What follows belongs to an exercise in optimizing a design on an open flow for small area and a short achievable clock period; a production flow would make more cautious choices. Function was checked by simulation only, so behaviour that the tests miss may differ from the original.

## md_unit
module md_unit #(
    parameter int MUL_LAT = 5,
    parameter int DIV_LAT = 10
) (
    input  logic        clk,
    input  logic        resetn,
    input  logic        start,
    input  logic        valid,
    input  logic [2:0]  op,
    input  logic [31:0] A,
    input  logic [31:0] B,
    output logic        busy,
    output logic [31:0] HI,
    output logic [31:0] LO
);
Size: ~170 flip-flops, ~140 I/O pins, about 20000 um^2 of cells after synthesis.
export LEC_CHECK = 0
export ABC_AREA = 1
export CAP_MARGIN = 60
export CORE_MARGIN = 2
export CORE_UTILIZATION = 65
export CTS_CLUSTER_SIZE = 60
export PLACE_DENSITY = 0.75
export SLEW_MARGIN = 60
export BUFFER_PORTS_ARGS = -buffer_cell sky130_fd_sc_hd__buf_1
export CTS_ARGS = -sink_clustering_enable -repair_clock_nets -dont_use_dummy_load
create_clock -name core_clock -period 110.0 [get_ports {clk}]
standard.sh (not shown) runs the stock make flow with config.mk's settings and CLKGATE_MAP_FILE= SYNTH_SCRIPT=/design/flow/synth_recipe.tcl, a recipe that flattens the netlist after the stock synthesis.
==> flow/flow/run.sh <==
#!/bin/bash
set -euo pipefail
cat >> config.mk <<'EOF'
export BUFFER_PORTS_ARGS = -buffer_cell sky130_fd_sc_hd__buf_1
export CTS_ARGS = -sink_clustering_enable -repair_clock_nets -dont_use_dummy_load
EOF
bash standard.sh > standard.log 2>&1
==> next run, changes <==
==> flow/flow/run.sh (replaced) <==
#!/bin/bash
set -euo pipefail
echo 'export BUFFER_PORTS_ARGS = -buffer_cell sky130_fd_sc_hd__buf_2' >> config.mk
bash standard.sh > standard.log 2>&1
- BUFFER_PORTS_ARGS: -buffer_cell sky130_fd_sc_hd__buf_1 -> -buffer_cell sky130_fd_sc_hd__buf_2
- CORE_UTILIZATION: 65 -> 40
- CTS_ARGS: -sink_clustering_enable -repair_clock_nets -dont_use_dummy_load -> default
- CTS_CLUSTER_SIZE: 60 -> default
- PLACE_DENSITY: 0.75 -> default
=> Cell area goes up by 3.1%. Die area goes up by 61%.

========
== willow ==
Another version of the RTL of md_unit (not shown whole).
Size in the first run: ~2500 cells after synthesis, roughly 20000 µm² of cells after synthesis.
export LEC_CHECK = 0
export ABC_AREA = 1
export CAP_MARGIN = 60
export CORE_MARGIN = 2
export CORE_UTILIZATION = 65
export PLACE_DENSITY = 0.75
export SLEW_MARGIN = 60
export BUFFER_PORTS_ARGS = -inputs -buffer_cell sky130_fd_sc_hd__buf_2
export PRE_GLOBAL_PLACE_TCL = /design/flow/flow/outbuf.tcl
export CTS_ARGS = -sink_clustering_enable -repair_clock_nets -dont_use_dummy_load -sink_clustering_size 30 -sink_clustering_max_diameter 100
create_clock -name core_clock -period 110.0 [get_ports {clk}]
==> flow/flow/run.sh <==
#!/bin/bash
set -euo pipefail
here=$(pwd)
cat >> config.mk <<EOF
export BUFFER_PORTS_ARGS = -inputs -buffer_cell sky130_fd_sc_hd__buf_2
export PRE_GLOBAL_PLACE_TCL = $here/flow/outbuf.tcl
export CTS_ARGS = -sink_clustering_enable -repair_clock_nets -dont_use_dummy_load -sink_clustering_size 30 -sink_clustering_max_diameter 100
EOF
bash standard.sh > standard.log 2>&1
==> flow/flow/outbuf.tcl <==
buffer_ports -outputs -buffer_cell sky130_fd_sc_hd__buf_1
#### Input delta (indigo over willow)
Settings: a change of CTS_ARGS from -sink_clustering_enable -repair_clock_nets -dont_use_dummy_load -sink_clustering_size 30 -sink_clustering_max_diameter 100 to -sink_clustering_enable -repair_clock_nets -dont_use_dummy_load; a change of BUFFER_PORTS_ARGS from -inputs -buffer_cell sky130_fd_sc_hd__buf_2 to -buffer_cell sky130_fd_sc_hd__buf_1; a deleted PRE_GLOBAL_PLACE_TCL that had been /design/flow/flow/outbuf.tcl.
==> flow/flow/run.sh <==
#!/bin/bash
set -euo pipefail
cat >> config.mk <<'EOF'
export BUFFER_PORTS_ARGS = -buffer_cell sky130_fd_sc_hd__buf_1
export CTS_ARGS = -sink_clustering_enable -repair_clock_nets -dont_use_dummy_load
EOF
bash standard.sh > standard.log 2>&1
removed: flow/flow/outbuf.tcl
Comparing willow with indigo, the first-pass GRT wire length came out essentially unchanged.
Between indigo and willow, the total detailed-routing wirelength is lower for indigo.
Area of the multi-input gates delta (willow -> indigo): insignificant
Required time of the worst setup path: indigo vs willow up 22310 ps
Taking indigo over willow, the number of design-rule violations left by the first detailed-router iteration ratio works out to 1.12.
Inputs modified between indigo and ember:
Settings: changing CAP_MARGIN from 60 to 66; setting PRE_GLOBAL_PLACE_TCL to /design/flow/flow/outbuf.tcl for the first time; changing BUFFER_PORTS_ARGS from -buffer_cell sky130_fd_sc_hd__buf_1 to -inputs -buffer_cell sky130_fd_sc_hd__buf_2; changing SLEW_MARGIN from 60 to 66.
==> flow/flow/run.sh <==
#!/bin/bash
set -euo pipefail
here=$(pwd)
cat >> config.mk <<EOF
export BUFFER_PORTS_ARGS = -inputs -buffer_cell sky130_fd_sc_hd__buf_2
export PRE_GLOBAL_PLACE_TCL = $here/flow/outbuf.tcl
export CTS_ARGS = -sink_clustering_enable -repair_clock_nets -dont_use_dummy_load
EOF
bash standard.sh > standard.log 2>&1
==> flow/flow/outbuf.tcl (new file) <==
buffer_ports -outputs -buffer_cell sky130_fd_sc_hd__buf_1
Results
ember finished every stage and its layout cleared the timing, DRC and antenna checks. When ember is measured against indigo, its maximum number of pins on one net before global-route repair turns out 8 lower. Delta (ember minus indigo): fraction of met2 tracks used by global routing climbed 0.30 points; minimum clock period dropped 570 ps; signed area change from the synthesized netlist to the final layout dropped 0.18 points. ember does better than indigo on final critical-path setup slack. Share of cell area taken by multi-input logic gates: lower on indigo. Sort ember and indigo by worst hold slack after final layout, ascending, and ember comes first. ember and indigo ended up with nearly the same total routing resource utilization after global routing. Wire length of the first global-routing pass ends up lower on ember.

afterwards: timing with drivers on the ports:
How much do the figures lean on ideal ports? The routed layouts below were timed once more, with nothing changed but the port constraints.
Step 1 sets driving cells, clkbuf_16 on the clock port and buf_2 on the other inputs (assumed; they add their load-dependent delay and slew).
Step 2 times the ports against the registers' clock, not the clock port: input delays grow and output delays shrink by t, the midpoint of the rising clock arrivals with the driver on.
Three values: ideal, step 1, step 2; two values: the first two.
| run | t, ns | setup WS [ns] | hold slack, ns |
|---|---|---|---|
| the first run of note 1 | 0.510 | 86.780 / 86.817 / 86.307 | 0.435 / 0.435 / 0.435 |
| the second run of note 1 | 0.570 | 86.383 / 86.425 / 85.855 | 0.433 / 0.433 / 0.433 |
| willow | 0.508 | 86.978 / 86.922 / 86.510 | 0.448 / 0.448 / 0.448 |
| indigo | 0.495 | 86.424 / 86.454 / 85.959 | 0.454 / 0.454 / 0.454 |
| ember | 0.502 | 86.993 / 86.937 / 86.591 | 0.447 / 0.447 / 0.447 |
After both steps every run listed still meets setup and hold. The setup slack of the second run of note 1, which loses most, moves by +0.042 ns with the drivers and by -0.528 ns with both steps.
